Source: an optimization exercise on an open RTL-to-GDS flow (aim: small area and few clock cycles per item). Production flows keep margins and buffers that such runs may drop. Function was checked by simulation only, so behaviour that the tests miss may differ from the original.

==> job 2717 <==
Design str_dot_top, start of the top module:
module str_dot_top (
    input  logic               clk,
    input  logic               rst,
    input  logic [63:0]        in_a,
    input  logic [63:0]        in_b,
    input  logic               in_last,
    input  logic               in_valid,
    output logic               in_ready,
    output logic signed [14:0] out_dot,
    output logic signed [10:0] out_sum,
    output logic               out_last,
    output logic               out_valid,
    input  logic               out_ready
);
export LEC_CHECK = 0
export CAP_MARGIN = 20
export CORE_MARGIN = 2
export CORE_UTILIZATION = 70
export CTS_BUF_LIST = sky130_fd_sc_hd__clkbuf_8
export GPL_TIMING_DRIVEN = 0
export PLACE_DENSITY = 0.8
export SETUP_SLACK_MARGIN = 0.05
export SLEW_MARGIN = 20
export SYNTH_HIERARCHICAL = 1
create_clock -name core_clock -period 6.0 [get_ports {clk}]
standard.sh (not shown) runs the stock make flow with config.mk's settings and CLKGATE_MAP_FILE= SYNTH_SCRIPT=/design/flow/synth_recipe.tcl, a recipe that flattens the netlist after the stock synthesis.
==> flow/flow/run.sh <==
#!/bin/bash
# Standard ORFS layout (the standard.sh, unchanged synthesis), with the port
# buffers made from the smallest plain buffer instead of the default choice.
set -euo pipefail
bash standard.sh BUFFER_PORTS_ARGS="-buffer_cell sky130_fd_sc_hd__buf_2" finish > flow.log 2>&1
==> inputs of job 9232, as changes to job 2717 <==
==> flow/flow/run.sh (replaced) <==
#!/bin/bash
# Standard ORFS layout (the standard.sh, unchanged synthesis), with the port
# buffers made from a small plain buffer instead of the default choice, and a
# clock tree without dummy loads.
set -euo pipefail
bash standard.sh BUFFER_PORTS_ARGS="-buffer_cell sky130_fd_sc_hd__buf_2" \
  CTS_ARGS="-sink_clustering_enable -repair_clock_nets -buf_list sky130_fd_sc_hd__clkbuf_8 -dont_use_dummy_load" \
  finish > flow.log 2>&1
==> notes.md <==
| metric | job 2717 | job 9232 |
|---|---|---|
| Outcome | timing/DRC/antenna clean | timing/DRC/antenna clean |
| Proportion of layout cells with a drive suffix above 1 | 13.1% | 13.0% |
| Register fraction of the total cell area | 8.00% | 8.02% |
| Total global-route track usage | 41.6% | 41.4% |
| Insertion delay of the later-clocked pin in the worst-skew pair | 0.31 ns | 0.30 ns |
| Number of global-route vias before repair | 11800 | 11800 |
| Relative slew margins | 61.4% | 58.9% |
| Non-Filler Cell Area, Final | 16000 µm² | 16000 µm² |
| Worst setup path start | in_b[54] | in_a[12] |
| Number of gates resized after CTS | 12 | 16 |
| Clock-pin slew of the registers on the worst-case setup and hold paths | 0.09 ns | 0.08 ns |
| Crit path largest cell delay | 0.68 ns | 0.57 ns |
| Fraction of standard cell area in multi-input logic | 83.2% | 83.4% |
| Required time of the worst setup path | 6.05 ns | 6.04 ns |
| Met2 layer usage reported by global route | 66.2% | 66.1% |
| Detailed Routing Iterations Pass 1 | 5 | 6 |
| Worst-margin pin slew | 0.576 ns | 0.612 ns |
| Final worst-path cycle share | 97.7% | 98.0% |
| Fin worst setup slack | 0.136 ns | 0.123 ns |
Testbench counts of job 2717, summed over its fixed seeds: cycles 2,056, items 2,048.
Testbench counts of job 9232, summed over its fixed seeds: cycles 2,056, items 2,048.

---

==> run a: inputs <==
Another version of the RTL of str_dot_top (not shown whole).
export LEC_CHECK = 0
export CAP_MARGIN = 20
export CORE_MARGIN = 2
export CORE_UTILIZATION = 70
export CTS_BUF_LIST = sky130_fd_sc_hd__clkbuf_8
export GPL_TIMING_DRIVEN = 0
export PLACE_DENSITY = 0.8
export SETUP_SLACK_MARGIN = 0.05
export SLEW_MARGIN = 20
export SYNTH_HIERARCHICAL = 1
create_clock -name core_clock -period 6.0 [get_ports {clk}]
==> flow/flow/run.sh <==
#!/bin/bash
# Standard ORFS layout (the standard.sh, unchanged synthesis), with the port
# buffers made from a small plain buffer instead of the default choice, and a
# clock tree without dummy loads.
set -euo pipefail
bash standard.sh BUFFER_PORTS_ARGS="-buffer_cell sky130_fd_sc_hd__buf_1" \
  CTS_ARGS="-sink_clustering_enable -repair_clock_nets -buf_list sky130_fd_sc_hd__clkbuf_8 -dont_use_dummy_load" \
  finish > flow.log 2>&1
==> run b (differences from run a) <==
==> flow/flow/run.sh (replaced) <==
#!/bin/bash
# Standard ORFS layout (the standard.sh, unchanged synthesis), with the port
# buffers made from a small plain buffer instead of the default choice, and a
# clock tree without dummy loads.
set -euo pipefail
bash standard.sh BUFFER_PORTS_ARGS="-buffer_cell sky130_fd_sc_hd__buf_2" \
  CTS_ARGS="-sink_clustering_enable -repair_clock_nets -buf_list sky130_fd_sc_hd__clkbuf_8 -dont_use_dummy_load" \
  finish > flow.log 2>&1
==> impl_metrics.yaml <==
status:
  status: "timing/DRC/antenna clean"
critical_path:
  crit_path_end: "dot_d_q[21]$_DFFE_PP_"
hold_path:
  min_path_cells: 2
cells_and_area:
  multi_input_area_share_pct: 83.5
  fillerInstances: 1343
  clock_area_share_pct: 0.440
place:
  dp.final_hpwl_um: 39600
  pre_cts_slack_ps: -535
global_route:
  grt_usage_pct: 43.7
  met2_usage_pct: 68.2
  met1_usage_pct: 56.9
  grt_max_degree: 32
timing:
  finalWorstSetupSlack_ps: 88.2
  holdWs_ps: 720
  skew_ps: 18.0
routing:
  wl_met2_um: 21500
  first_pass_iters: 8
  via_per_inst: 6.55
  detailroute.via_count: 10553
(the above is from run a)
==> impl_metrics.yaml <==
hold_path:
  min_path_cells: 1
global_route:
  grt_max_degree: 31
  met2_usage_pct: 67.1
  grt_usage_pct: 42.6
  met1_usage_pct: 55.7
cells_and_area:
  fillerInstances: 1352
  clock_area_share_pct: 0.439
routing:
  wl_met2_um: 21100
status:
  status: "timing/DRC/antenna clean"
place:
  pre_cts_slack_ps: -427
  dp.final_hpwl_um: 38800
timing:
  finalWorstSetupSlack_ps: 93.3
  skew_ps: 27.4
  min_period_ps: 5910
critical_path:
  crit_path_end: "dot_d_q[14]$_DFFE_PP_"
  worstSetupEndpointType: "flop"
(the above is from run b)
Testbench counts of run a, summed over its fixed seeds: cycles 2,056, items 2,048.
Testbench counts of run b, summed over its fixed seeds: cycles 2,056, items 2,048.

## afterwards: timing with drivers on the ports
In the flow no input, the clock included, has a driving cell. The finished layouts below were timed again as built, in two steps. Step 1 assumes that a clkbuf_16 drives the clock port and a buf_2 every other input. Step 2 also shifts input and output timing later by t, the mid clock arrival at the registers, as if the neighbouring blocks saw the same clock. Slacks: ideal / step 1 / step 2; pairs: ideal / step 1.
| run | t (ns) | setup WS [ns] | slew at the worst register clock pin (ns) | cell pins on the clock port's net |
|---|---|---|---|---|
| job 2717 | 0.332 | 0.136 / 0.129 / -0.202 | 0.09 / 0.09 | 1 |
| job 9232 | 0.320 | 0.123 / 0.118 / -0.202 | 0.09 / 0.09 | 1 |
| run a | 0.321 | 0.088 / 0.090 / -0.231 | 0.09 / 0.09 | 1 |
| run b | 0.344 | 0.093 / 0.100 / -0.244 | 0.09 / 0.09 | 1 |
Met with ideal ports but missed after step 2: setup timing in every run listed. For job 2717, which loses most, drivers alone change the setup slack by -0.007 ns; drivers and shift together by -0.338 ns.
